Context: an optimization exercise on an open-source flow, tuned for small area, a short achievable clock period and few clock cycles per item. The choices shown serve that exercise and are no tape-out recipe.
At most, simulation tests tie the RTL to the original design; equivalence was not proved.
No functional check of the RTL was part of runs 1 and 2.
Power and IR drop assume default switching activity.

## run.sh

```bash
#!/bin/bash
# synth_recipe.tcl (not shown) runs the flow's synth.tcl, then flattens the netlist and writes it again
# the make line also repeats each setting of config.mk as NAME=value (left out here)
make -C /OpenROAD-flow-scripts/flow DESIGN_CONFIG=/design/flow/config.mk WORK_HOME=/design/flow/orfs CLKGATE_MAP_FILE= SYNTH_SCRIPT=/design/flow/synth_recipe.tcl finish
```

## config.mk

```make
export PLATFORM = sky130hd
export DESIGN_NAME = cakeField
export DESIGN_NICKNAME = cakeField
export VERILOG_FILES = /design/flow/design.v
export SDC_FILE = /design/flow/constraint.sdc
export NUM_CORES = 4
export LEC_CHECK = 0
export CAP_MARGIN = 20
export CORE_MARGIN = 2
export CORE_UTILIZATION = 40
export SETUP_SLACK_MARGIN = 2.5
export SLEW_MARGIN = 20
```

## constraint.sdc

```tcl
create_clock -name core_clock -period 4.5 [get_ports {update}]
set_input_delay 0.9000 -clock core_clock [delete_from_list [all_inputs] [get_ports {update}]]
set_output_delay 0.9000 -clock core_clock [all_outputs]
set_load 0.01 [all_outputs]
```

## design.v

```verilog
module cakeLane
#(
	parameter bit FallsDown = 1'b1,
	parameter logic [1:0] Speed = 2'd1,
	parameter logic [53:0] StartY = '0,
	parameter int NumWrap = 6,
	parameter logic [17:0] WrapOrder = '0
)(
	input logic update,
	input logic rst,
	input logic step,
	input logic [9:0] qY,
	output logic [5:0] rowHit
);
	localparam int CakesPerLane = 6;
	localparam int Ring = 480 / Speed;
	localparam int CakeSize = 20;
	logic [8:0] moves;
	logic [7:0] drift;
	logic [2:0] nextWrap;
	logic [CakesPerLane-1:0] onRing;
	logic [CakesPerLane-1:0] isNext;
	logic [CakesPerLane-1:0] atSlotZero;
	logic [CakesPerLane-1:0] pastZero;
	logic atEdge;
	logic signed [11:0] ringY;
	logic signed [11:0] driftY;
	cakeRowAdd #(.W(12)) ringAdd (
		.a(12'(qY)),
		.b(FallsDown ? ~(12'(moves) * 12'(Speed)) : 12'(moves) * 12'(Speed)),
		.cin(FallsDown),
		.sum(ringY)
	);
	cakeRowAdd #(.W(12)) driftAdd (
		.a(12'(qY)),
		.b({3'b0, drift, 1'b0}),
		.cin(1'b0),
		.sum(driftY)
	);
	function automatic logic inSpan(input logic signed [11:0] pos, input int lo);
		inSpan = (pos > 12'(lo)) && (pos < 12'(lo + CakeSize));
	endfunction
	always_comb
	begin
		for (int c = 0; c < CakesPerLane; c++)
		begin
			int s;
			int k;
			s = int'(StartY[9*c +: 9]);
			k = s / int'(Speed);
			onRing[c] = (Speed == 2'd1) || (s % 2 == 0);
			isNext[c] = 1'b0;
			for (int w = 0; w < NumWrap; w++)
				if (nextWrap == 3'(w) && WrapOrder[3*w +: 3] == 3'(c))
					isNext[c] = 1'b1;
			if (FallsDown)
			begin
				atSlotZero[c] = (moves == 9'(Ring - k));
				pastZero[c] = (moves > 9'(Ring - k));
			end
			else
			begin
				atSlotZero[c] = (moves == 9'(k));
				pastZero[c] = (moves > 9'(k));
			end
			if (!onRing[c])
				rowHit[c] = ({drift, 1'b0} > 9'(s)) ? inSpan(driftY, s + 512) : inSpan(driftY, s);
			else if (pastZero[c] || (atSlotZero[c] && !isNext[c]))
				rowHit[c] = inSpan(ringY, FallsDown ? s - 480 : s + 480);
			else
				rowHit[c] = inSpan(ringY, s);
		end
	end
	assign atEdge = |(isNext & atSlotZero & onRing);
	always_ff @(posedge update)
	begin
		if (rst)
		begin
			moves <= '0;
			drift <= '0;
			nextWrap <= '0;
		end
		else if (step)
		begin
			if (atEdge)
				nextWrap <= (nextWrap == 3'(NumWrap - 1)) ? '0 : nextWrap + 3'd1;
			else
			begin
				moves <= (moves == 9'(Ring - 1)) ? '0 : moves + 9'd1;
				drift <= drift + 8'd1;
			end
		end
	end
endmodule
module cakeRowAdd
#(
	parameter int W = 12
)(
	input logic [W-1:0] a,
	input logic [W-1:0] b,
	input logic cin,
	output logic [W-1:0] sum
);
	logic [W-1:0] p0;
	logic [W-1:0] g;
	logic [W-1:0] p;
	always_comb
	begin
		p0 = a ^ b;
		g = a & b;
		p = p0;
		g[0] = g[0] | (p0[0] & cin);
		for (int lvl = 0; (1 << lvl) < W; lvl++)
			for (int i = 0; i < W; i++)
				if (((i >> lvl) & 1) == 1)
				begin
					int j;
					j = ((i >> lvl) << lvl) - 1;
					g[i] = g[i] | (p[i] & g[j]);
					p[i] = p[i] & p[j];
				end
		sum[0] = p0[0] ^ cin;
		for (int i = 1; i < W; i++)
			sum[i] = p0[i] ^ g[i-1];
	end
endmodule
module pixelQueryFifo
(
	input logic update,
	input logic rst,
	input logic pixelReq,
	output logic pixelAck,
	output logic hitReq,
	input logic hitAck,
	output logic take
);
	assign take = pixelReq && !pixelAck && !hitReq && !hitAck;
	always_ff @(posedge update)
	begin
		if (rst)
		begin
			pixelAck <= 1'b0;
			hitReq <= 1'b0;
		end
		else
		begin
			if (take)
				pixelAck <= 1'b1;
			else if (!pixelReq)
				pixelAck <= 1'b0;
			if (take)
				hitReq <= 1'b1;
			else if (hitAck)
				hitReq <= 1'b0;
		end
	end
endmodule
module cakeHitTester
(
	input logic [9:0] qX,
	input logic [23:0] rowHit,
	output logic [23:0] hitNow
);
	localparam int NumLanes = 4;
	localparam int CakesPerLane = 6;
	localparam int unsigned CakeSize = 20;
	localparam logic [39:0] LaneX = {10'd510, 10'd240, 10'd100, 10'd65};
	always_comb
	begin
		for (int l = 0; l < NumLanes; l++)
			for (int c = 0; c < CakesPerLane; c++)
				hitNow[l * CakesPerLane + c] = rowHit[l * CakesPerLane + c]
					&& (qX > LaneX[10*l +: 10])
					&& ({1'b0, qX} < {1'b0, LaneX[10*l +: 10]} + 11'(CakeSize));
	end
endmodule
module cakeField
(
	input logic update,
	input logic rst,
	input logic step,
	input logic pixelReq,
	input logic [9:0] pixelX,
	input logic [9:0] pixelY,
	output logic pixelAck,
	output logic hitReq,
	output logic [23:0] hitMask,
	input logic hitAck
);
	localparam int NumLanes = 4;
	localparam logic [3:0] LaneFallsDown = 4'b1001;
	localparam logic [7:0] LaneSpeed = {2'd1, 2'd2, 2'd1, 2'd1};
	localparam logic [215:0] LaneStartY = {
		{9'd400, 9'd330, 9'd255, 9'd200, 9'd100, 9'd20},
		{9'd375, 9'd350, 9'd210, 9'd180, 9'd75, 9'd25},
		{9'd440, 9'd340, 9'd290, 9'd220, 9'd150, 9'd50},
		{9'd450, 9'd370, 9'd290, 9'd200, 9'd150, 9'd70}
	};
	localparam logic [15:0] LaneNumWrap = {4'd6, 4'd3, 4'd6, 4'd6};
	localparam logic [71:0] LaneWrapOrder = {
		{3'd0, 3'd1, 3'd2, 3'd3, 3'd4, 3'd5},
		{3'd0, 3'd0, 3'd0, 3'd4, 3'd3, 3'd2},
		{3'd5, 3'd4, 3'd3, 3'd2, 3'd1, 3'd0},
		{3'd0, 3'd1, 3'd2, 3'd3, 3'd4, 3'd5}
	};
	logic [23:0] rowHit;
	for (genvar g = 0; g < NumLanes; g++)
	begin : gLane
		cakeLane #(
			.FallsDown(LaneFallsDown[g]),
			.Speed(LaneSpeed[2*g +: 2]),
			.StartY(LaneStartY[54*g +: 54]),
			.NumWrap(int'(LaneNumWrap[4*g +: 4])),
			.WrapOrder(LaneWrapOrder[18*g +: 18])
		) lane (
			.update(update),
			.rst(rst),
			.step(step),
			.qY(pixelY),
			.rowHit(rowHit[6*g +: 6])
		);
	end
	logic take;
	logic [23:0] hitNow;
	cakeHitTester hitTester (
		.qX(pixelX),
		.rowHit(rowHit),
		.hitNow(hitNow)
	);
	pixelQueryFifo queryFifo (
		.update(update),
		.rst(rst),
		.pixelReq(pixelReq),
		.pixelAck(pixelAck),
		.hitReq(hitReq),
		.hitAck(hitAck),
		.take(take)
	);
	always_ff @(posedge update)
	begin
		if (take)
			hitMask <= hitNow;
	end
endmodule
```

==> impl_metrics.csv, run 1 <==
group,metric,value,unit
sta,finalSetupViolCount,0,
synth,syn_inst,1075,
sta,skew,0.009062,ns
floorplan,die_area,22710,sq um
drt,firstDrtPassIters,5,
place,routabilityCongestion,0.9002,
global_route,overflow,0,
synth,synth_area_leaders,"dfxtp_1 13%, edfxtp_1 8.4%, ha_1 8.1%",
sta,period_needed,3.784,ns
cells_and_area,nNetsFinal,1341,
synth,synth_area,8608,sq um
sta,period_share,84.09,%
power_and_ir_drop,combPwrFrac,32.9,%
setup_path,r2r-start,"gLane[3].lane.moves[5]",
cells_and_area,areaGrowthSynthToFinish,42.66,%
setup_path,critPathKind,"in -> reg",
setup_path,rrSetupSlack,0.95,ns
cts,hold_buffers,0,
sta,slew_violations,0,
global_route,antenna_found_initial,0,
cells_and_area,multiInputGateArea,7570,sq um
drt,wl_per_cell,19.14,um
floorplan,io_pins,51,
drt,wirelength,29.14,mm
synth,synth_warnings,8,
cells_and_area,drive_gt1_share,34.48,%
place,io_buffers,50,
hold_path,hold_end,"gLane[0].lane.nextWrap[2]",
cts,cts_sinks,82,
hold_path,min_path_type,"reg -> reg",
power_and_ir_drop,power.share.clock,34.8,%
place,dp_slack,-0.1248,ns
place,dpl.cell_count,1408,
synth,avgSynthCellArea,8.008,sq um
cells_and_area,nFillCells,1811,
drt,drt_iter0_markers,529,
cts,cts_root_buf,"clkbuf_16",
setup_path,cp-start-kind,"input port",
global_route,grt_pass1_vias,8576,
synth,synth_ff_type,"dfxtp_1",
floorplan,die_y,150.7,um
synth,syn_nets,1174,
setup_path,critPathMaxStageDelay,0.63,ns
power_and_ir_drop,p_switching,0.7898,mW
place,dpl_cell_area,10020,sq um
sta,hold_viol,0,
floorplan,core,21090,sq um
outcome,status,"complete, no violations",
cells_and_area,stdcell_area,12280,sq um
floorplan,fp-row-count,53,
power_and_ir_drop,p_leak,4.369,nW
cells_and_area,regArea,1943,sq um
sta,final.setup.worst_slack,0.7162,ns
cts,numCtsBuffers,9,
cts,cts_max_level,3,
drt,drc,0,
synth,synthArstFlopShare,0,%
floorplan,initial_utilization,40.82,%
sta,slew_headroom,52.96,%
place,hpwl,19.03,mm
drt,num_vias,9204,
power_and_ir_drop,powerDensity,199.4,nW/um^2
global_route,grt_max_degree,54,
setup_path,setup.worst_path.end_class,"register",
synth,yosysSeqAreaShare,21.86,%
hold_path,hp-start,"gLane[0].lane.nextWrap[2]",
hold_path,holdPathStages,2,
power_and_ir_drop,p_int,1.659,mW
setup_path,crit_chain,"buf_8 > buf_12 > inv_16 > ha_4 > inv_2 > fa_2 > a211oi_4 > o21ai_2 > and2_4 > a21o_1 > fa_2 > o31ai_1 > nand2b_1 > a31oi_1 > or4b_1 > a211oi_2",
setup_path,crit_arrival,3.98,ns
setup_path,ff2ff_path_depth,12,
synth,yosys_register_bits,82,
cts,cts_tree,"yes",
cts,cts_buffer_depth,2,
cells_and_area,instances_no_fill,1522,
power_and_ir_drop,switching_share,32.26,%
power_and_ir_drop,vdd_drop_max,0.0001838,V
setup_path,critical-path-slowest-cell,"fa_2",
sta,fmax,264.3,MHz
synth,synth_top_cell_area_share,13.49,%
cts,clkTransAtPathRegs,0.06,ns
setup_path,cp.required,4.69,ns
job,cap_viol_max_count,0,
power_and_ir_drop,finalPower,2.448,mW
setup_path,worstReg2RegEnd,"hitMask[18]",
global_route,track_usage,24.02,%
floorplan,dieWidth,150.7,um
synth,yosysUniqueCellTypes,101,
setup_path,path_max_fanout,4,
sta,rsz0062_at_grt,"true",
synth,synth_edf_count,24,
sta,worst_pin_slew,0.7056,ns
sta,final.setup.tns,0,ns
global_route,grt_pass1_wl,43.75,mm
synth,yosys.area.top_type,"dfxtp_1",
setup_path,cp_common_cell,"fa_2",
cells_and_area,diodes,0,
cts,clk_latency,0.35,ns
drt,postRouteAntennaNets,0,
power_and_ir_drop,seqPwrFrac,32.3,%
drt,drt-vias-per-instance,6.047,
-- worst max-delay path, delay by kind of cell --
| family | cells | cell delay, ns |
|---|---|---|
| buf+inv | 4 | 0.31 |
| compound gates | 6 | 0.90 |
| simple gates | 3 | 0.76 |
| fa+ha+maj | 3 | 1.09 |
-- power groups by stage --
stage	Sequential, mW	Combinational (mW)	Clock [mW]
CTS	0.790	0.696	0.868
finish	0.791	0.806	0.852
global route	0.792	0.863	0.894
global placement	0.813	0.603	0
floorplan	0.808	0.397	0
detailed placement	0.813	0.602	0
-- registers in the layout, indices dropped and copies added, names as in the netlist --
name and count:
queryFifo.pixelAck 1, queryFifo.hitReq 1, gLane.lane.nextWrap 12, hitMask 24
gLane.lane.moves 36, gLane.lane.drift 8
-- layout make-up --
cell class	instances	area share, %
multi-input cells	881	61.64
flip-flops and latches	82	15.82
repair buffers	204	14.80
well taps	275	2.802
inverters	64	2.252
clock buffers	12	2.099
clock inverters	4	0.5807
-- cells in the final DEF, fill, tap and decap left out, types with 19 or more instances in the layout --
| cell | count |
|---|---|
| o21ai_0 | 39 |
| nand2_1 | 75 |
| nor2_1 | 84 |
| o211ai_1 | 19 |
| edfxtp_1 | 24 |
| a21o_1 | 19 |
| dlygate4sd2_1 | 28 |
| ha_1 | 34 |
| nor3_1 | 37 |
| buf_4 | 108 |
| nand4_1 | 34 |
| a21oi_1 | 50 |
| nand3_1 | 34 |
| dfxtp_2 | 22 |
| buf_6 | 45 |
| xnor2_1 | 20 |
| inv_1 | 50 |
| dfxtp_1 | 27 |
-- cell families after synthesis --
logic type,share of synthesized area [%]
AO/OA/AOI/OAI,23.66
XOR/XNOR,4.971
adder cells (fa/ha/maj),12.33
buffers and inverters,5.843
flip-flops,21.86
multiplexers,1.163
AND/OR/NAND/NOR,30.17
-- synth_stat cells (8+ instances only) --
master and instances:
nand4_1 34, dfxtp_1 58, ha_1 56, o21ai_0 42, o31ai_1 13, or4_1 12, nor3_1 42, a21oi_1 69
nor2_1 89, or3_1 18, o211ai_1 19, xnor2_1 28, nand2_1 81, inv_1 62, fa_1 18, and3_1 13
a21o_1 19, nand3_1 39, buf_2 21, nor2b_1 10, edfxtp_1 24, a31oi_1 8, nor4b_1 10, clkbuf_1 24
o21a_1 8, xor2_1 19, mux2i_1 10, a211oi_1 10, nand2b_1 17, nor4_1 20, and2_1 11
-- worst max path at each step --
stage / endpoint / startpoint / cells past startpoint
2_1_floorplan: hitMask[18] / pixelY[0] / 15
3_3_place_gp: hitMask[18] / pixelY[0] / 17
3_5_place_dp: hitMask[18] / pixelY[0] / 17
4_1_cts: hitMask[18] / pixelY[0] / 16
5_1_grt: hitMask[18] / pixelY[0] / 16
6_report: hitMask[18] / pixelY[0] / 16
-- repair_timing --
item | CTS | global route
buffers inserted | 62 | 30
endpoints found under the setup margin | 128 | 99
pin swaps | 69 | 65
cloned | 3 | 3
resized for setup | 199 | 135
-- metrics by stage --
step	util, %	hold WS, ns
6_report	58.24	0.5127
5_1_grt	58.24	0.5352
4_1_cts	54.01	0.5134
3_5_place_dp	47.53	0.5030
3_3_place_gp	47.53	0.5000
2_1_floorplan	-	0.4749
-- per-layer routing --
| layer | share of wire (%) | track usage, % | vias up |
|---|---|---|---|
| li1 | - | - | 4416 |
| met1 | 44 | 31.67 | 4439 |
| met2 | 49 | 39.86 | 281 |
| met3 | 4.2 | 3.061 | 68 |
| met4 | 3.2 | 9.486 | 0 |
| met5 | 0 | 0 | - |
==> run 2: changes to the inputs <==
--- a/config.mk
+++ b/config.mk
@@ -8,5 +8,5 @@
 export CAP_MARGIN = 20
 export CORE_MARGIN = 2
 export CORE_UTILIZATION = 40
-export SETUP_SLACK_MARGIN = 2.5
+export SETUP_SLACK_MARGIN = 1.5
 export SLEW_MARGIN = 20
==> run 2 against run 1 <==
- setup slack better by 0.031 ns
- synthesized area stayed put
- critical path depth stayed put
- highest routed layer unchanged
- non-clock buffer count is 52 lower
- cell count is 3.8% lower
- cell area is 8.9% lower
- clock skew is 0.0032 ns higher
- utilization is 5.2 points lower
==> impl_metrics.csv, run 2 <==
group,metric,value,unit
outcome,status,"complete, no violations",
sta,period_share,83.41,%
drt,drt_iter0_markers,611,
setup_path,critical-path-slowest-cell,"fa_2",
sta,rsz0062_at_grt,"true",
synth,synth_common_cells,"89 x nor2_1, 81 x nand2_1, 69 x a21oi_1, 62 x inv_1, 58 x dfxtp_1",
drt,num_vias,8783,
cells_and_area,diodes,0,
sta,skew,0.01223,ns
setup_path,critPathKind,"in -> reg",
synth,synth-simple-area-share,30.17,%
floorplan,core,21090,sq um
drt,postRouteAntennaNets,0,
floorplan,die_y,150.7,um
synth,yosys.area.top_type,"dfxtp_1",
drt,wl_met2,12.72,mm
synth,syn_inst,1075,
setup_path,cp_common_cell,"fa_2",
setup_path,crit_arrival,3.95,ns
drt,drc,0,
cts,cts_sinks,82,
cells_and_area,largest_register_ffs,36,
floorplan,initial_utilization,40.82,%
place,hpwl,19.00,mm
cells_and_area,final_common_cell,"nor2_1",
cells_and_area,drive_gt1_share,22.88,%
synth,synth_compound_area_share,23.66,%
sta,final.setup.worst_slack,0.7468,ns
drt,drt-vias-per-instance,5.999,
power_and_ir_drop,p_switching,0.7614,mW
cts,cts_buffer_depth,2,
drt,routed.top_layer,"met4",
floorplan,fp-row-count,53,
setup_path,critical_path_depth,16,
setup_path,worstReg2RegEnd,"hitMask[18]",
setup_path,critPathMaxStageDelay,0.64,ns
cts,hold_buffers,0,
drt,wirelength,26.79,mm
setup_path,ff2ff_path_depth,12,
synth,synthXorXnorAreaFrac,4.971,%
job,cap_viol_max_count,0,
place,dp_slack,-0.1246,ns
cells_and_area,top_register,"gLane.lane.moves",
setup_path,path_max_fanout,4,
sta,fmax,266.4,MHz
place,routabilityCongestion,0.9061,
synth,synth_ff_type,"dfxtp_1",
setup_path,crit_chain,"buf_6 > buf_12 > inv_16 > ha_4 > inv_2 > fa_2 > a211oi_4 > o21ai_2 > and2_4 > a21o_1 > fa_2 > o31ai_2 > nand2b_1 > a31oi_1 > or4b_1 > a211oi_2",
cells_and_area,nNetsFinal,1283,
cells_and_area,utilization,53.03,%
cts,cts_max_level,3,
sta,finalSetupViolCount,0,
power_and_ir_drop,powerDensity,209.0,nW/um^2
cts,clkTransAtPathRegs,0.07,ns
setup_path,r2r-start,"gLane[3].lane.moves[1]",
hold_path,holdPathStages,1,
global_route,track_usage,23.61,%
cts,cts_root_buf,"clkbuf_16",
synth,avgSynthCellArea,8.008,sq um
power_and_ir_drop,power.share.clock,35.0,%
floorplan,io_pins,51,
synth,synth_top_cell_area_share,13.49,%
global_route,grt_pass1_vias,8436,
synth,yosysMostFrequentCell,"nor2_1",
drt,met3_length,1.251,mm
power_and_ir_drop,p_int,1.576,mW
synth,synth_fa_ha_area_share,12.33,%
power_and_ir_drop,combPwrFrac,31.0,%
global_route,grt_max_degree,54,
sta,slew_headroom,34.93,%
synth,synth_edf_count,24,
cells_and_area,areaGrowthSynthToFinish,29.90,%
cts,clk_latency,0.36,ns
synth,syn_nets,1174,
setup_path,rrSetupSlack,0.91,ns
setup_path,cp-start-kind,"input port",
power_and_ir_drop,vdd_drop_max,0.0001934,V
hold_path,hold_end,"gLane[2].lane.nextWrap[2]",
sta,slew_violations,0,
global_route,antenna_found_initial,0,
synth,yosysUniqueCellTypes,101,
cells_and_area,top_regs,"gLane.lane.moves: 36 flops, hitMask: 24 flops, gLane.lane.nextWrap: 12 flops",
floorplan,dieWidth,150.7,um
place,io_buffers,50,
setup_path,setup.worst_path.end_class,"register",
cts,numCtsBuffers,9,
cells_and_area,layout_common_cells,"87 x nor2_1, 85 x buf_4, 77 x nand2_1",
power_and_ir_drop,p_leak,3.928,nW
hold_path,min_path_type,"reg -> reg",
floorplan,die_area,22710,sq um
sta,final.setup.tns,0,ns
cells_and_area,nFillCells,1927,
setup_path,critical_path.top_delay_family,"adder cells",
synth,synthArstFlopShare,0,%
synth,synth.area.mux_share,1.163,%
synth,synth_area,8608,sq um
drt,wl_per_cell,18.30,um
synth,synth_warnings,8,
synth,synth_top_family_by_area,"simple AND/OR/NAND/NOR gates",
drt,firstDrtPassIters,4,
synth,yosys_register_bits,82,
global_route,overflow,0,
sta,hold_viol,0,
drt,m1WireLength,12.20,mm
setup_path,cp_num_buf_inv,4,
global_route,grt_pass1_wl,43.11,mm
power_and_ir_drop,switching_share,32.58,%
sta,period_needed,3.753,ns
synth,yosysSeqAreaShare,21.86,%
power_and_ir_drop,seqPwrFrac,34.1,%
hold_path,hp-start,"gLane[2].lane.nextWrap[2]",
sta,worst_pin_slew,0.9672,ns
setup_path,cp.required,4.70,ns
cts,cts_tree,"yes",
synth,synth_area_leaders,"dfxtp_1 13%, edfxtp_1 8.4%, ha_1 8.1%",
run 2: changes by cell type in the layout (fill, tap and decap cells not counted), sizes merged, moves of 2 or more:
cell,delta
buf,-53
clkdlybuf4s50,+27
dlygate4sd2,-27
and3,-3
clkinvlp,-3
inv,+3
clkbuf,-2
clkdlybuf4s15,+2
clkinv,+2
run 2: final cells by class:
cell class                 count  area [sq um]  share of cell area [%]
multi-input combinational    875          7019                   62.77
clock buffer                  11         264.0                   2.361
timing repair buffer         152          1355                   12.12
tap                          275         344.1                   3.077
sequential                    82          1882                   16.83
inverter                      64         259.0                   2.316
clock inverter                 5         58.81                  0.5259
run 2: layer usage:
metal | global-route usage [%] | vias to the layer above
met1 | 31.47 | 4214
met3 | 3.636 | 43
met2 | 39.93 | 254
li1 | - | 4272
met5 | 0 | -
met4 | 6.028 | 0
run 2: worst max path at each step:
stage                          from     endpoint  slack, ns
final                     pixelY[0]  hitMask[18]       0.75
after global routing      pixelY[0]  hitMask[18]       0.61
after CTS                 pixelY[0]  hitMask[18]       0.72
after detailed placement  pixelY[0]  hitMask[18]      -0.12
after global placement    pixelY[0]  hitMask[18]      -0.05
after floorplan           pixelY[0]  hitMask[18]       0.60
run 2: metrics by stage:
| stage | total power, mW | std cells | cell area (sq um) | hold WS (ns) |
|---|---|---|---|---|
| after floorplan | 1.196 | 1075 | 8900 | 0.4749 |
| after global placement | 1.412 | 1408 | 9948 | 0.4997 |
| after detailed placement | 1.414 | 1408 | 9948 | 0.4977 |
| after CTS | 2.296 | 1450 | 10810 | 0.5069 |
| after global routing | 2.453 | 1464 | 11180 | 0.5400 |
| final | 2.337 | 1464 | 11180 | 0.5065 |
run 2: power groups by stage:
stage          logic (mW)  registers (mW)  clock network (mW)
5_1_grt             0.784           0.799               0.870
2_1_floorplan       0.388           0.808                   0
3_5_place_dp        0.601           0.813                   0
3_3_place_gp        0.599           0.812                   0
4_1_cts             0.658           0.796               0.841
6_report            0.723           0.797               0.817
run 2: repair_timing:
action / in CTS / in global routing
setup endpoints to repair: 24 / 27
pin swaps: 42 / 44
cloned: 0 / 0
gates resized for setup: 97 / 51
buffers inserted: 26 / 14
run 2: kinds of logic (layout without fill, tap and decap cells):
group                    Yosys count  count (layout)
AND/OR/NAND/NOR                  460             460
AO/OA/AOI/OAI                    283             283
buffers and inverters            118             232
flip-flops                        82              82
adder cells (fa/ha/maj)           74              74
XOR/XNOR                          48              48
multiplexers                      10              10
==> run 3: changes to the inputs <==
--- a/design.v
+++ b/design.v
@@ -25,18 +25,8 @@
 	logic atEdge;
 	logic signed [11:0] ringY;
 	logic signed [11:0] driftY;
-	cakeRowAdd #(.W(12)) ringAdd (
-		.a(12'(qY)),
-		.b(FallsDown ? ~(12'(moves) * 12'(Speed)) : 12'(moves) * 12'(Speed)),
-		.cin(FallsDown),
-		.sum(ringY)
-	);
-	cakeRowAdd #(.W(12)) driftAdd (
-		.a(12'(qY)),
-		.b({3'b0, drift, 1'b0}),
-		.cin(1'b0),
-		.sum(driftY)
-	);
+	assign ringY = FallsDown ? 12'(qY) - 12'(moves) * 12'(Speed) : 12'(qY) + 12'(moves) * 12'(Speed);
+	assign driftY = 12'(qY) + {3'b0, drift, 1'b0};
 	function automatic logic inSpan(input logic signed [11:0] pos, input int lo);
 		inSpan = (pos > 12'(lo)) && (pos < 12'(lo + CakeSize));
 	endfunction
@@ -90,38 +80,6 @@
 				drift <= drift + 8'd1;
 			end
 		end
-	end
-endmodule
-module cakeRowAdd
-#(
-	parameter int W = 12
-)(
-	input logic [W-1:0] a,
-	input logic [W-1:0] b,
-	input logic cin,
-	output logic [W-1:0] sum
-);
-	logic [W-1:0] p0;
-	logic [W-1:0] g;
-	logic [W-1:0] p;
-	always_comb
-	begin
-		p0 = a ^ b;
-		g = a & b;
-		p = p0;
-		g[0] = g[0] | (p0[0] & cin);
-		for (int lvl = 0; (1 << lvl) < W; lvl++)
-			for (int i = 0; i < W; i++)
-				if (((i >> lvl) & 1) == 1)
-				begin
-					int j;
-					j = ((i >> lvl) << lvl) - 1;
-					g[i] = g[i] | (p[i] & g[j]);
-					p[i] = p[i] & p[j];
-				end
-		sum[0] = p0[0] ^ cin;
-		for (int i = 1; i < W; i++)
-			sum[i] = p0[i] ^ g[i-1];
 	end
 endmodule
 module pixelQueryFifo
--- a/config.mk
+++ b/config.mk
@@ -8,5 +8,4 @@
 export CAP_MARGIN = 20
 export CORE_MARGIN = 2
 export CORE_UTILIZATION = 40
-export SETUP_SLACK_MARGIN = 1.5
 export SLEW_MARGIN = 20
==> run 3 against run 2 <==
- first-iteration DRC count shrank 5.2%
- sequential power grew 0.6%
- synthesized area shrank 0.20%
- critical endpoint is now hitMask[8]
- largest cell class unchanged
- combinational power shrank about 20%
- sequential share of layout area grew 2.4 points
- synthesized cell count grew 4.7%
- die area shrank 0.20%
- cell area shrank 13%
- total power shrank 10%
==> impl_metrics.csv, run 3 <==
group,metric,value,unit
cells_and_area,utilization,46.45,%
floorplan,dieWidth,150.6,um
synth,yosys.area.top_type,"dfxtp_1",
setup_path,critical-path-slowest-cell,"a311oi_1",
cells_and_area,diodes,0,
drt,drt_iter0_markers,579,
synth,synthArstFlopShare,0,%
global_route,grt_max_degree,43,
synth,synth_warnings,7,
sta,period_share,89.04,%
global_route,busiest_layer,"met2",
cts,cts_root_buf,"clkbuf_16",
cells_and_area,top_regs,"gLane.lane.moves: 36 flops, hitMask: 24 flops, gLane.lane.nextWrap: 12 flops",
place,io_buffers,50,
synth,yosys_register_bits,82,
setup_path,cp-start-kind,"input port",
cts,clk_latency,0.36,ns
global_route,antenna_found_initial,0,
setup_path,crit_chain,"clkdlybuf4s50_1 > ha_1 > fa_1 > a21oi_1 > o2111ai_1 > a21bo_2 > a311oi_1 > nor4b_1 > nand3_1 > a22oi_1",
sta,rsz0062_at_grt,"false",
cells_and_area,layout_common_cells,"130 x nor2_1, 67 x a21oi_1, 62 x nand2_1",
setup_path,crit_arrival,4.20,ns
setup_path,critPathKind,"in -> reg",
synth,avgSynthCellArea,7.636,sq um
global_route,track_usage,21.98,%
synth,yosysMostFrequentCell,"nor2_1",
power_and_ir_drop,vdd_drop_max,0.0001752,V
cells_and_area,nFillCells,2130,
power_and_ir_drop,finalPower,2.103,mW
floorplan,initial_utilization,40.87,%
drt,drc,0,
cells_and_area,drive_gt1_share,7.058,%
sta,worst_pin_slew,0.7597,ns
place,dpl_cell_area,9493,sq um
drt,postRouteAntennaNets,0,
cells_and_area,stdcell_area,9764,sq um
cts,cts_max_level,3,
cts,clkTransAtPathRegs,0.06,ns
sta,skew,0.01100,ns
setup_path,setup.worst_path.end_class,"register",
synth,syn_nets,1214,
global_route,overflow,0,
sta,fmax,249.6,MHz
sta,slew_headroom,48.99,%
global_route,grt_use_met1,29.08,%
floorplan,core,21020,sq um
drt,wirelength,24.48,mm
sta,period_needed,4.007,ns
drt,firstDrtPassIters,5,
floorplan,fp-row-count,53,
global_route,grt_pass1_wl,40.01,mm
drt,drt-vias-per-instance,5.941,
place,routabilityCongestion,0.8878,
cts,post_cts_buffers,0,
cts,numCtsBuffers,9,
sta,final.setup.tns,0,ns
floorplan,io_pins,51,
synth,synth_ff_type,"dfxtp_1",
outcome,status,"complete, no violations",
power_and_ir_drop,powerDensity,215.4,nW/um^2
global_route,grt_util_met2,37.41,%
synth,syn_inst,1125,
cells_and_area,areaGrowthSynthToFinish,13.66,%
global_route,grt_pass1_vias,7954,
sta,hold_viol,0,
power_and_ir_drop,p_leak,3.465,nW
setup_path,path_max_fanout,4,
cts,cts_sinks,82,
synth,yosysSeqAreaShare,21.91,%
setup_path,cp.required,4.69,ns
cts,hold_buffers,0,
cells_and_area,largest_register_ffs,36,
synth,yosysUniqueCellTypes,85,
cts,cts_resized,0,
global_route,grtUsageMet3,2.303,%
job,cap_viol_max_count,0,
floorplan,die_area,22670,sq um
floorplan,die_y,150.6,um
synth,synth_edf_count,24,
cts,cts_buffer_depth,2,
drt,num_vias,8620,
synth,synth_area_leaders,"dfxtp_1 14%, ha_1 8.6%, edfxtp_1 8.4%",
drt,wl_per_cell,16.87,um
hold_path,min_path_type,"reg -> reg",
sta,finalSetupViolCount,0,
synth,synth_top_cell_area_share,13.52,%
cells_and_area,final_common_cell,"nor2_1",
sta,slew_violations,0,
cells_and_area,top_register,"gLane.lane.moves",
synth,synth_common_cells,"130 x nor2_1, 67 x a21oi_1, 62 x nand2_1, 60 x o21ai_0, 59 x ha_1",
cts,cts_tree,"yes",
place,hpwl,18.60,mm
cells_and_area,nNetsFinal,1260,
synth,synth_area,8591,sq um
setup_path,critPathMaxStageDelay,0.51,ns
run 3: power by group:
group / internal [mW] / switching, mW / total [mW]
Clock: 0.390 / 0.332 / 0.722
Sequential: 0.776 / 0.0259 / 0.802
Combinational: 0.233 / 0.346 / 0.580
Total: 1.40 / 0.704 / 2.10
run 3: path summary, 6_finish.rpt:
path                                           startpoint                   endpoint  slack (ns)  cells after the start
worst max-delay path                            pixelY[0]                 hitMask[8]        0.49                     10
worst min-delay path            gLane[2].lane.nextWrap[1]  gLane[2].lane.nextWrap[1]        0.49                      2
worst max register to register     gLane[1].lane.moves[0]                 hitMask[8]        1.09                      9
worst min register to register  gLane[2].lane.nextWrap[1]  gLane[2].lane.nextWrap[1]        0.49                      2
run 3: metrics by stage:
step | setup WS [ns] | hold slack, ns | cells
3_3_place_gp | 0.2062 | 0.4786 | 1435
5_1_grt | 0.1901 | 0.5196 | 1451
2_1_floorplan | 0.9051 | 0.4481 | 1125
6_report | 0.4932 | 0.4946 | 1451
4_1_cts | 0.5234 | 0.4940 | 1451
3_5_place_dp | 0.1362 | 0.4840 | 1435
run 3: layout make-up:
class / instances / area [sq um] / share of cell area, %
Multi-Input combinational cell: 941 / 6324 / 64.76
Tap cell: 275 / 344.1 / 3.524
Inverter: 56 / 210.2 / 2.153
Clock buffer: 12 / 246.5 / 2.524
Clock inverter: 4 / 25.02 / 0.2563
Timing Repair Buffer: 81 / 733.2 / 7.509
Sequential cell: 82 / 1882 / 19.27
run 3: logic make-up (layout without fill, tap and decap cells):
logic type                 after synthesis  after routing  synth area share, %
AOI/OAI and AO/OA                      280            280                22.55
and+or+nand+nor                        505            505                31.62
DFF                                     82             82                21.90
muxes                                   18             18                2.141
xor gates and xnor gates                74             74                7.545
adders and majority gates               64             64                9.758
buffers and inverters                  102            153                4.486
run 3: per-layer routing:
layer	share of wire [%]	wire, um
met5	0	0
met4	2.2	544
met3	4.2	1036
met2	47	11570
met1	46	11320
run 3: worst max-delay path: cells and delay by family:
family                     cells  cell delay, ns
AOI/OAI and AO/OA              5            1.48
adders and majority gates      2            0.73
and+or+nand+nor                2            0.58
buffers and inverters          1            0.50
Testbench counts of run 3, summed over its fixed seeds: cycles 6,712, queries 3,072.
==> run 4: changes to the inputs <==
--- a/design.v
+++ b/design.v
@@ -15,7 +15,8 @@
 	localparam int CakesPerLane = 6;
 	localparam int Ring = 480 / Speed;
 	localparam int CakeSize = 20;
-	logic [8:0] moves;
+	localparam int MovesW = $clog2(Ring);
+	logic [MovesW-1:0] moves;
 	logic [7:0] drift;
 	logic [2:0] nextWrap;
 	logic [CakesPerLane-1:0] onRing;
@@ -23,12 +24,39 @@
 	logic [CakesPerLane-1:0] atSlotZero;
 	logic [CakesPerLane-1:0] pastZero;
 	logic atEdge;
-	logic signed [11:0] ringY;
-	logic signed [11:0] driftY;
-	assign ringY = FallsDown ? 12'(qY) - 12'(moves) * 12'(Speed) : 12'(qY) + 12'(moves) * 12'(Speed);
-	assign driftY = 12'(qY) + {3'b0, drift, 1'b0};
-	function automatic logic inSpan(input logic signed [11:0] pos, input int lo);
-		inSpan = (pos > 12'(lo)) && (pos < 12'(lo + CakeSize));
+	logic [8:0] ringY;
+	logic [9:0] driftY;
+	cakeRowAdd #(.W(9)) ringAdd (
+		.a(qY[8:0]),
+		.b(FallsDown ? ~(9'(moves) * 9'(Speed)) : 9'(moves) * 9'(Speed)),
+		.cin(FallsDown),
+		.sum(ringY)
+	);
+	cakeRowAdd #(.W(10)) driftAdd (
+		.a(qY),
+		.b({1'b0, drift, 1'b0}),
+		.cin(1'b0),
+		.sum(driftY)
+	);
+	function automatic logic inWindow9(input logic [8:0] pos, input int lo);
+		int a;
+		int b;
+		a = (lo + 1) % 512;
+		b = (lo + CakeSize - 1) % 512;
+		if (a <= b)
+			inWindow9 = (pos >= 9'(a)) && (pos <= 9'(b));
+		else
+			inWindow9 = (pos >= 9'(a)) || (pos <= 9'(b));
+	endfunction
+	function automatic logic inWindow10(input logic [9:0] pos, input int lo);
+		int a;
+		int b;
+		a = (lo + 1) % 1024;
+		b = (lo + CakeSize - 1) % 1024;
+		if (a <= b)
+			inWindow10 = (pos >= 10'(a)) && (pos <= 10'(b));
+		else
+			inWindow10 = (pos >= 10'(a)) || (pos <= 10'(b));
 	endfunction
 	always_comb
 	begin
@@ -45,20 +73,20 @@
 					isNext[c] = 1'b1;
 			if (FallsDown)
 			begin
-				atSlotZero[c] = (moves == 9'(Ring - k));
-				pastZero[c] = (moves > 9'(Ring - k));
+				atSlotZero[c] = (9'(moves) == 9'(Ring - k));
+				pastZero[c] = (9'(moves) > 9'(Ring - k));
 			end
 			else
 			begin
-				atSlotZero[c] = (moves == 9'(k));
-				pastZero[c] = (moves > 9'(k));
+				atSlotZero[c] = (9'(moves) == 9'(k));
+				pastZero[c] = (9'(moves) > 9'(k));
 			end
 			if (!onRing[c])
-				rowHit[c] = ({drift, 1'b0} > 9'(s)) ? inSpan(driftY, s + 512) : inSpan(driftY, s);
+				rowHit[c] = ({drift, 1'b0} > 9'(s)) ? inWindow10(driftY, s + 512) : inWindow10(driftY, s);
 			else if (pastZero[c] || (atSlotZero[c] && !isNext[c]))
-				rowHit[c] = inSpan(ringY, FallsDown ? s - 480 : s + 480);
+				rowHit[c] = !qY[9] && inWindow9(ringY, FallsDown ? s + 32 : s + 512 - 32);
 			else
-				rowHit[c] = inSpan(ringY, s);
+				rowHit[c] = !qY[9] && inWindow9(ringY, s);
 		end
 	end
 	assign atEdge = |(isNext & atSlotZero & onRing);
@@ -76,10 +104,42 @@
 				nextWrap <= (nextWrap == 3'(NumWrap - 1)) ? '0 : nextWrap + 3'd1;
 			else
 			begin
-				moves <= (moves == 9'(Ring - 1)) ? '0 : moves + 9'd1;
+				moves <= (moves == MovesW'(Ring - 1)) ? '0 : moves + MovesW'(1);
 				drift <= drift + 8'd1;
 			end
 		end
+	end
+endmodule
+module cakeRowAdd
+#(
+	parameter int W = 12
+)(
+	input logic [W-1:0] a,
+	input logic [W-1:0] b,
+	input logic cin,
+	output logic [W-1:0] sum
+);
+	logic [W-1:0] p0;
+	logic [W-1:0] g;
+	logic [W-1:0] p;
+	always_comb
+	begin
+		p0 = a ^ b;
+		g = a & b;
+		p = p0;
+		g[0] = g[0] | (p0[0] & cin);
+		for (int lvl = 0; (1 << lvl) < W; lvl++)
+			for (int i = 0; i < W; i++)
+				if (((i >> lvl) & 1) == 1)
+				begin
+					int j;
+					j = ((i >> lvl) << lvl) - 1;
+					g[i] = g[i] | (p[i] & g[j]);
+					p[i] = p[i] & p[j];
+				end
+		sum[0] = p0[0] ^ cin;
+		for (int i = 1; i < W; i++)
+			sum[i] = p0[i] ^ g[i-1];
 	end
 endmodule
 module pixelQueryFifo
==> run 4 against run 3 <==
- still clean
- synthesized cell count is 14% lower
- via count is 17% lower
- clock skew is 0.0013 ns lower
- sequential share of layout area is 2.3 points higher
- global-route usage is 1.9 points lower
- utilization is 0.12 points lower
- cell area is 12% lower
- cell count is 14% lower
- combinational power is 18% lower
- clock-buffer cell count is 1 lower
- first-iteration DRC count is 22% higher
==> impl_metrics.csv, run 4 <==
group,metric,value,unit
drt,wl_per_cell,16.19,um
sta,period_share,88.37,%
setup_path,rrSetupSlack,1.01,ns
floorplan,die_area,20000,sq um
synth,synthArstFlopShare,0,%
synth,synth_area_leaders,"dfxtp_1 15%, edfxtp_1 9.5%, ha_1 8.4%",
synth,synth_ff_type,"dfxtp_1",
cells_and_area,nNetsFinal,1097,
synth,synth_edf_count,24,
cts,cts_buffer_depth,2,
synth,avgSynthCellArea,7.836,sq um
place,hpwl,14.97,mm
setup_path,critPathKind,"in -> reg",
sta,skew,0.009727,ns
global_route,overflow,0,
synth,yosys_register_bits,81,
hold_path,hp-start,"gLane[2].lane.nextWrap[2]",
cts,cts_sinks,81,
cts,post_cts_buffers,0,
synth,syn_inst,964,
setup_path,setup.worst_path.end_class,"register",
global_route,grt_pass1_wl,32.29,mm
power_and_ir_drop,seqPwrFrac,40.0,%
power_and_ir_drop,power.share.clock,35.7,%
setup_path,cp-start-kind,"input port",
cells_and_area,diodes,0,
cts,cts_resized,0,
drt,num_vias,7197,
cts,clkTransAtPathRegs,0.07,ns
cells_and_area,drive_gt1_share,5.336,%
drt,postRouteAntennaNets,0,
sta,worst_pin_slew,0.6942,ns
synth,yosysMostFrequentCell,"nand2_1",
cts,cts_tree,"yes",
power_and_ir_drop,p_leak,3.012,nW
sta,finalSetupViolCount,0,
synth,yosysSeqAreaShare,24.65,%
global_route,antenna_found_initial,0,
power_and_ir_drop,powerDensity,227.9,nW/um^2
synth,yosys.area.top_type,"dfxtp_1",
floorplan,dieWidth,141.4,um
cells_and_area,top_regs,"gLane.lane.moves: 35 flops, hitMask: 24 flops, gLane.lane.nextWrap: 12 flops",
power_and_ir_drop,p_switching,0.6313,mW
setup_path,path_max_fanout,3,
sta,fmax,251.5,MHz
synth,synth_top_cell_area_share,15.11,%
global_route,grt_max_degree,43,
place,io_buffers,50,
place,dp_slack,0.1571,ns
sta,final.setup.tns,0,ns
floorplan,die_y,141.4,um
sta,period_needed,3.977,ns
sta,final.setup.worst_slack,0.5232,ns
outcome,status,"complete, no violations",
synth,synth_area,7553,sq um
drt,firstDrtPassIters,7,
hold_path,holdPathStages,2,
hold_path,hold_end,"gLane[2].lane.nextWrap[2]",
cells_and_area,utilization,46.33,%
cells_and_area,layout_common_cells,"88 x nand2_1, 85 x nor2_1, 64 x a21oi_1",
power_and_ir_drop,vdd_drop_max,0.0001775,V
synth,synth_warnings,9,
global_route,grt_pass1_vias,6389,
synth,syn_nets,1054,
place,routabilityCongestion,0.8873,
setup_path,r2r-start,"gLane[2].lane.drift[1]",
cells_and_area,areaGrowthSynthToFinish,14.34,%
setup_path,cp.required,4.64,ns
drt,drt-vias-per-instance,5.776,
sta,rsz0062_at_grt,"false",
cts,clk_latency,0.36,ns
sta,hold_viol,0,
drt,drt_iter0_markers,706,
hold_path,min_path_type,"reg -> reg",
global_route,track_usage,20.04,%
cells_and_area,final_common_cell,"nand2_1",
floorplan,initial_utilization,40.52,%
cts,numCtsBuffers,9,
power_and_ir_drop,combPwrFrac,24.3,%
synth,yosysUniqueCellTypes,77,
floorplan,fp-row-count,50,
cells_and_area,top_register,"gLane.lane.moves",
power_and_ir_drop,p_int,1.337,mW
setup_path,ff2ff_path_depth,12,
setup_path,crit_arrival,4.12,ns
cells_and_area,largest_register_ffs,35,
cts,cts_max_level,3,
sta,slew_violations,0,
floorplan,core,18640,sq um
sta,slew_headroom,53.56,%
cts,hold_buffers,0,
drt,wirelength,20.17,mm
cts,cts_root_buf,"clkbuf_16",
setup_path,worstReg2RegEnd,"hitMask[17]",
floorplan,io_pins,51,
power_and_ir_drop,switching_share,32.07,%
synth,synth_common_cells,"88 x nand2_1, 85 x nor2_1, 64 x a21oi_1, 57 x dfxtp_1, 55 x inv_1",
drt,drc,0,
job,cap_viol_max_count,0,
-- run 4: cell types whose count changed in the layout (fill, tap and decap cells not counted), sizes merged, moves of 11 or more --
cell / change
nand2: +26
nand4: -14
nor2: -45
nor3: -22
o211ai: -12
o21ai: -11
-- run 4: routing by layer --
| metal | vias up | wire, um | track usage (%) |
|---|---|---|---|
| met4 | 0 | 199 | 5.211 |
| li1 | 3633 | - | - |
| met5 | - | 0 | 0 |
| met3 | 16 | 1125 | 3.307 |
| met2 | 221 | 9172 | 32.47 |
| met1 | 3327 | 9673 | 27.81 |
-- run 4: critical path, cell delays in order --
cell and delay, ns:
clkdlybuf4s50_1 0.45, ha_1 0.31, a21o_1 0.16, a21oi_1 0.23, o211ai_1 0.17, a21o_1 0.23, a21oi_1 0.21, fa_1 0.48
o21a_1 0.18, o21ai_0 0.16, and3_1 0.18, nand3_1 0.07, a2111oi_0 0.39
-- run 4: how the worst max path moves through the flow --
stage | from | end | slack [ns]
floorplan | pixelY[0] | hitMask[7] | 0.90
global placement | pixelY[2] | hitMask[17] | 0.19
detailed placement | pixelY[0] | hitMask[5] | 0.16
CTS | pixelY[0] | hitMask[5] | 0.53
global route | pixelY[0] | hitMask[19] | 0.23
finish | pixelY[2] | hitMask[17] | 0.52
-- run 4: logic make-up (layout without fill, tap and decap cells) --
kind of cell | count (synthesis) | in the layout | synth area share [%]
fa+ha+maj | 65 | 65 | 12.16
compound gates | 222 | 222 | 18.80
buf+inv | 98 | 146 | 4.969
simple gates | 404 | 404 | 28.23
xor+xnor | 78 | 78 | 9.044
flops | 81 | 81 | 24.65
mux | 16 | 16 | 2.153
-- run 4: layout make-up --
type	instances	area [sq um]
clock buffers	11	232.7
repair buffers	75	688.2
fillers	1867	10010
flip-flops and latches	81	1862
multi-input cells	785	5323
well taps	234	292.8
inverters	55	206.4
clock inverters	5	32.53
-- run 4: stage by stage --
stage,std cells,hold slack (ns),cell area (sq um),total power [mW]
after floorplan,964,0.4384,7553,1.121
after global placement,1230,0.4614,8366,1.275
after detailed placement,1230,0.4666,8366,1.276
after CTS,1246,0.4754,8631,1.990
after global routing,1246,0.5127,8637,2.081
final,1246,0.4701,8637,1.968
-- run 4: power groups by stage --
stage,clock [mW],combinational (mW),sequential (mW)
3_3_place_gp,0,0.471,0.804
4_1_cts,0.728,0.474,0.788
2_1_floorplan,0,0.324,0.798
5_1_grt,0.760,0.530,0.790
6_report,0.703,0.477,0.788
3_5_place_dp,0,0.472,0.804
Testbench counts of run 4, summed over its fixed seeds: cycles 6,712, queries 3,072.
==> run 5: changes to the inputs <==
--- a/design.v
+++ b/design.v
@@ -147,49 +147,89 @@
 	input logic update,
 	input logic rst,
 	input logic pixelReq,
+	input logic [9:0] pixelX,
+	input logic [9:0] pixelY,
 	output logic pixelAck,
-	output logic hitReq,
-	input logic hitAck,
-	output logic take
-);
-	assign take = pixelReq && !pixelAck && !hitReq && !hitAck;
+	output logic qValid,
+	output logic [3:0] qLane,
+	output logic [9:0] qY,
+	input logic qPop
+);
+	localparam int CakeSize = 20;
+	localparam logic [39:0] LaneX = {10'd510, 10'd240, 10'd100, 10'd65};
+	logic room;
+	logic push;
+	logic [3:0] inLane;
+	assign room = !qValid || qPop;
+	assign push = pixelReq && !pixelAck && room;
+	always_comb
+	begin
+		for (int l = 0; l < 4; l++)
+			inLane[l] = (pixelX > LaneX[10*l +: 10]) && ({1'b0, pixelX} < {1'b0, LaneX[10*l +: 10]} + 11'(CakeSize));
+	end
 	always_ff @(posedge update)
 	begin
 		if (rst)
 		begin
 			pixelAck <= 1'b0;
-			hitReq <= 1'b0;
+			qValid <= 1'b0;
 		end
 		else
 		begin
-			if (take)
+			if (push)
 				pixelAck <= 1'b1;
 			else if (!pixelReq)
 				pixelAck <= 1'b0;
-			if (take)
-				hitReq <= 1'b1;
-			else if (hitAck)
-				hitReq <= 1'b0;
+			if (push)
+				qValid <= 1'b1;
+			else if (qPop)
+				qValid <= 1'b0;
+		end
+	end
+	always_ff @(posedge update)
+	begin
+		if (room)
+		begin
+			qLane <= inLane;
+			qY <= pixelY;
 		end
 	end
 endmodule
 module cakeHitTester
 (
-	input logic [9:0] qX,
+	input logic update,
+	input logic rst,
+	input logic qValid,
+	input logic [3:0] qLane,
+	output logic qPop,
 	input logic [23:0] rowHit,
-	output logic [23:0] hitNow
+	output logic hitReq,
+	output logic [23:0] hitMask,
+	input logic hitAck
 );
 	localparam int NumLanes = 4;
 	localparam int CakesPerLane = 6;
-	localparam int unsigned CakeSize = 20;
-	localparam logic [39:0] LaneX = {10'd510, 10'd240, 10'd100, 10'd65};
+	logic [23:0] hitNow;
 	always_comb
 	begin
 		for (int l = 0; l < NumLanes; l++)
 			for (int c = 0; c < CakesPerLane; c++)
-				hitNow[l * CakesPerLane + c] = rowHit[l * CakesPerLane + c]
-					&& (qX > LaneX[10*l +: 10])
-					&& ({1'b0, qX} < {1'b0, LaneX[10*l +: 10]} + 11'(CakeSize));
+				hitNow[l * CakesPerLane + c] = qLane[l] && rowHit[l * CakesPerLane + c];
+	end
+	assign qPop = qValid && !hitReq && !hitAck;
+	always_ff @(posedge update)
+	begin
+		if (rst)
+			hitReq <= 1'b0;
+		else if (qPop)
+			hitReq <= 1'b1;
+		else if (hitAck)
+			hitReq <= 1'b0;
+	end
+	always_ff @(posedge update)
+	begin
+		if (!hitReq)
+			hitMask <= hitNow;
 	end
 endmodule
 module cakeField
@@ -234,29 +274,35 @@
 			.update(update),
 			.rst(rst),
 			.step(step),
-			.qY(pixelY),
+			.qY(qY),
 			.rowHit(rowHit[6*g +: 6])
 		);
 	end
-	logic take;
-	logic [23:0] hitNow;
-	cakeHitTester hitTester (
-		.qX(pixelX),
-		.rowHit(rowHit),
-		.hitNow(hitNow)
-	);
+	logic qValid;
+	logic [3:0] qLane;
+	logic [9:0] qY;
+	logic qPop;
 	pixelQueryFifo queryFifo (
 		.update(update),
 		.rst(rst),
 		.pixelReq(pixelReq),
+		.pixelX(pixelX),
+		.pixelY(pixelY),
 		.pixelAck(pixelAck),
+		.qValid(qValid),
+		.qLane(qLane),
+		.qY(qY),
+		.qPop(qPop)
+	);
+	cakeHitTester hitTester (
+		.update(update),
+		.rst(rst),
+		.qValid(qValid),
+		.qLane(qLane),
+		.qPop(qPop),
+		.rowHit(rowHit),
 		.hitReq(hitReq),
-		.hitAck(hitAck),
-		.take(take)
+		.hitMask(hitMask),
+		.hitAck(hitAck)
 	);
-	always_ff @(posedge update)
-	begin
-		if (take)
-			hitMask <= hitNow;
-	end
-endmodule
+endmodule
==> run 5 against run 4 <==
- synthesized area up 11%
- still clean
- clock skew up 0.0021 ns
- total power up 20%
- critical endpoint is now hitTester.hitMask[5]
- setup slack better by 0.090 ns
- combinational power up 16%
==> impl_metrics.csv, run 5 <==
group,metric,value,unit
synth,yosysUniqueCellTypes,77,
power_and_ir_drop,vdd_drop_max,0.0001644,V
synth,avgSynthCellArea,8.291,sq um
cells_and_area,stdcell_area,9443,sq um
sta,hold_viol,0,
drt,wl_per_cell,17.24,um
floorplan,die_y,149.1,um
power_and_ir_drop,p_leak,3.375,nW
cts,cts_max_level,3,
sta,slew_violations,0,
cells_and_area,nNetsFinal,1128,
place,routabilityCongestion,0.8673,
power_and_ir_drop,p_int,1.625,mW
synth,syn_inst,1015,
setup_path,setup.worst_path.end_class,"register",
floorplan,die_area,22220,sq um
sta,period_share,86.37,%
synth,syn_nets,1105,
cts,cts_tree,"yes",
sta,hold_slack,0.4675,ns
floorplan,dieWidth,149.1,um
drt,drt_iter0_markers,598,
global_route,grt_pass1_vias,7186,
drt,wirelength,22.72,mm
cts,cts_resized,0,
drt,drc,0,
cts,hold_buffers,0,
sta,skew,0.01180,ns
power_and_ir_drop,p_switching,0.7429,mW
sta,final.setup.tns,0,ns
synth,synth_common_cells,"87 x nor2_1, 72 x nand2_1, 60 x inv_1, 58 x dfxtp_1, 53 x a21oi_1",
setup_path,rrSetupSlack,0.61,ns
floorplan,fp-row-count,53,
synth,yosys.area.top_type,"dfxtp_1",
setup_path,path_max_fanout,17,
floorplan,initial_utilization,40.42,%
power_and_ir_drop,seqPwrFrac,41.3,%
place,hpwl,16.68,mm
sta,rsz0062_at_grt,"false",
floorplan,io_pins,51,
global_route,track_usage,20.79,%
cells_and_area,final_common_cell,"nor2_1",
hold_path,min_path_type,"reg -> reg",
place,io_buffers,50,
global_route,antenna_found_initial,0,
synth,yosys_register_bits,96,
cells_and_area,top_register,"gLane.lane.moves",
sta,period_needed,3.886,ns
cts,numCtsBuffers,9,
cells_and_area,areaGrowthSynthToFinish,12.21,%
synth,synth_area,8416,sq um
place,dpl_cell_area,9128,sq um
setup_path,cp.required,4.61,ns
synth,synth_top_cell_area_share,13.80,%
sta,slew_headroom,33.25,%
cells_and_area,utilization,45.35,%
setup_path,critPathKind,"reg -> reg",
cells_and_area,largest_register_ffs,35,
synth,synth_compound_area_share,21.90,%
synth,synth_fa_ha_area_share,10.91,%
synth,synthXorXnorAreaFrac,6.973,%
cts,clk_latency,0.36,ns
cts,clkTransAtPathRegs,0.07,ns
power_and_ir_drop,power.share.clock,35.4,%
power_and_ir_drop,switching_share,31.38,%
floorplan,core,20820,sq um
synth,synthArstFlopShare,0,%
synth,synth_area_leaders,"dfxtp_1 14%, edfxtp_1 14%, ha_1 7.6%",
drt,postRouteAntennaNets,0,
drt,drt-vias-per-instance,5.892,
cts,cts_buffer_depth,2,
outcome,status,"complete, no violations",
sta,worst_pin_slew,0.9760,ns
cells_and_area,drive_gt1_share,3.739,%
cells_and_area,layout_common_cells,"87 x nor2_1, 72 x nand2_1, 60 x inv_1",
cells_and_area,top_regs,"gLane.lane.moves: 35 flops, hitTester.hitMask: 24 flops, gLane.lane.nextWrap: 12 flops",
sta,fmax,257.3,MHz
setup_path,cp-start-kind,"register",
cells_and_area,diodes,0,
global_route,grt_max_degree,55,
drt,firstDrtPassIters,5,
synth,yosysMostFrequentCell,"nor2_1",
synth,synth-simple-area-share,27.04,%
cts,cts_sinks,96,
global_route,overflow,0,
setup_path,crit_arrival,4.00,ns
job,cap_viol_max_count,0,
power_and_ir_drop,powerDensity,250.7,nW/um^2
synth,yosysSeqAreaShare,27.36,%
power_and_ir_drop,combPwrFrac,23.3,%
synth,synth_edf_count,38,
sta,finalSetupViolCount,0,
cts,post_cts_buffers,0,
synth,synth.area.mux_share,0.9515,%
global_route,grt_pass1_wl,37.05,mm
synth,synth_ff_type,"dfxtp_1",
synth,synth_top_family_by_area,"simple AND/OR/NAND/NOR gates",
synth,synth_warnings,8,
drt,num_vias,7766,
cts,cts_root_buf,"clkbuf_16",
==> run 5: logic make-up (layout without fill, tap and decap cells) <==
logic type,count (synthesis),in the layout
AND/OR/NAND/NOR,411,411
AO/OA/AOI/OAI,261,261
flip-flops,96,96
XOR/XNOR,67,67
buffers and inverters,107,135
multiplexers,8,8
adder cells (fa/ha/maj),65,65
==> run 5: path summary, 6_finish.rpt <==
kind	end	from	cells after the start
setup reg to reg	hitTester.hitMask[5]	queryFifo.qY[0]	11
hold reg to reg	gLane[2].lane.nextWrap[2]	gLane[2].lane.nextWrap[2]	2
setup / recovery	hitTester.hitMask[5]	queryFifo.qY[0]	11
hold / removal	gLane[2].lane.nextWrap[2]	gLane[2].lane.nextWrap[2]	2
==> run 5: layout make-up <==
class	count	area, sq um
Fill cell	2091	11380
Multi-Input combinational cell	812	5704
Sequential cell	96	2302
Timing Repair Buffer	56	540.5
Tap cell	275	344.1
Clock buffer	10	250.2
Inverter	63	236.5
Clock inverter	6	65.06
==> run 5: worst max-delay path: stages, from the launching register on <==
cell and delay [ns]:
edfxtp_1 0.49, inv_1 0.21, ha_1 0.18, inv_1 0.05, fa_1 0.48, a21o_1 0.20, a21oi_1 0.19, fa_1 0.65
a311o_1 0.36, nor4_1 0.25, o21ai_1 0.09, a2111oi_0 0.47
==> run 5: power by group through the flow <==
stage	combinational (mW)	clock, mW	sequential [mW]
after global routing	0.615	0.890	0.982
final	0.552	0.838	0.977
after global placement	0.545	0	0.997
after detailed placement	0.544	0	0.998
after CTS	0.548	0.861	0.977
after floorplan	0.402	0	0.980
==> run 5: stage by stage <==
| stage | std cells | worst slack (ns) | total power, mW |
|---|---|---|---|
| after floorplan | 1015 | 1.264 | 1.382 |
| after global routing | 1318 | 0.4107 | 2.487 |
| after global placement | 1302 | 0.7820 | 1.543 |
| after CTS | 1318 | 0.6064 | 2.386 |
| after detailed placement | 1302 | 0.6444 | 1.542 |
| final | 1318 | 0.6136 | 2.368 |
==> run 5: per-layer routing <==
metal	wire (um)	track usage, %	up-vias
li1	-	-	3858
met5	0	0	-
met3	1360	2.722	21
met1	10710	28.99	3659
met4	304	5.619	0
met2	10350	33.94	228
Testbench counts of run 5, summed over its fixed seeds: cycles 6,904, queries 3,072.

[afterwards: timing with drivers on the ports]
The results above use ideal ports. As a check the final layouts listed here were re-extracted and re-timed, cells and wires unchanged. Step 1: set_driving_cell puts a clkbuf_16 on update and a buf_2 on each other input, an assumption about the parent block. Step 2 also shifts input and output timing later by t, the mid clock arrival at the registers, as if the neighbouring blocks saw the same clock. Three values: ideal ports, drivers, drivers and shift; two values: the first two.
run | shift t [ns] | setup slack, ns | worst setup path at the end | worst register clock-pin slew, ns | pins driven straight from the clock port
run 1 | 0.396 | 0.716 / 0.724 / 0.328 | input to register | 0.07 / 0.07 | 1
run 2 | 0.397 | 0.747 / 0.761 / 0.364 | input to register | 0.07 / 0.07 | 1
run 3 | 0.399 | 0.493 / 0.519 / 0.120 | input to register | 0.07 / 0.07 | 1
run 4 | 0.392 | 0.523 / 0.536 / 0.145 | input to register | 0.07 / 0.07 | 1
run 5 | 0.407 | 0.614 / 0.614 / 0.614 | register to register | 0.07 / 0.07 | 1
After both steps setup and hold are still met in every run listed. For run 1, which loses most, drivers alone change the setup slack by +0.008 ns; drivers and shift together by -0.388 ns.
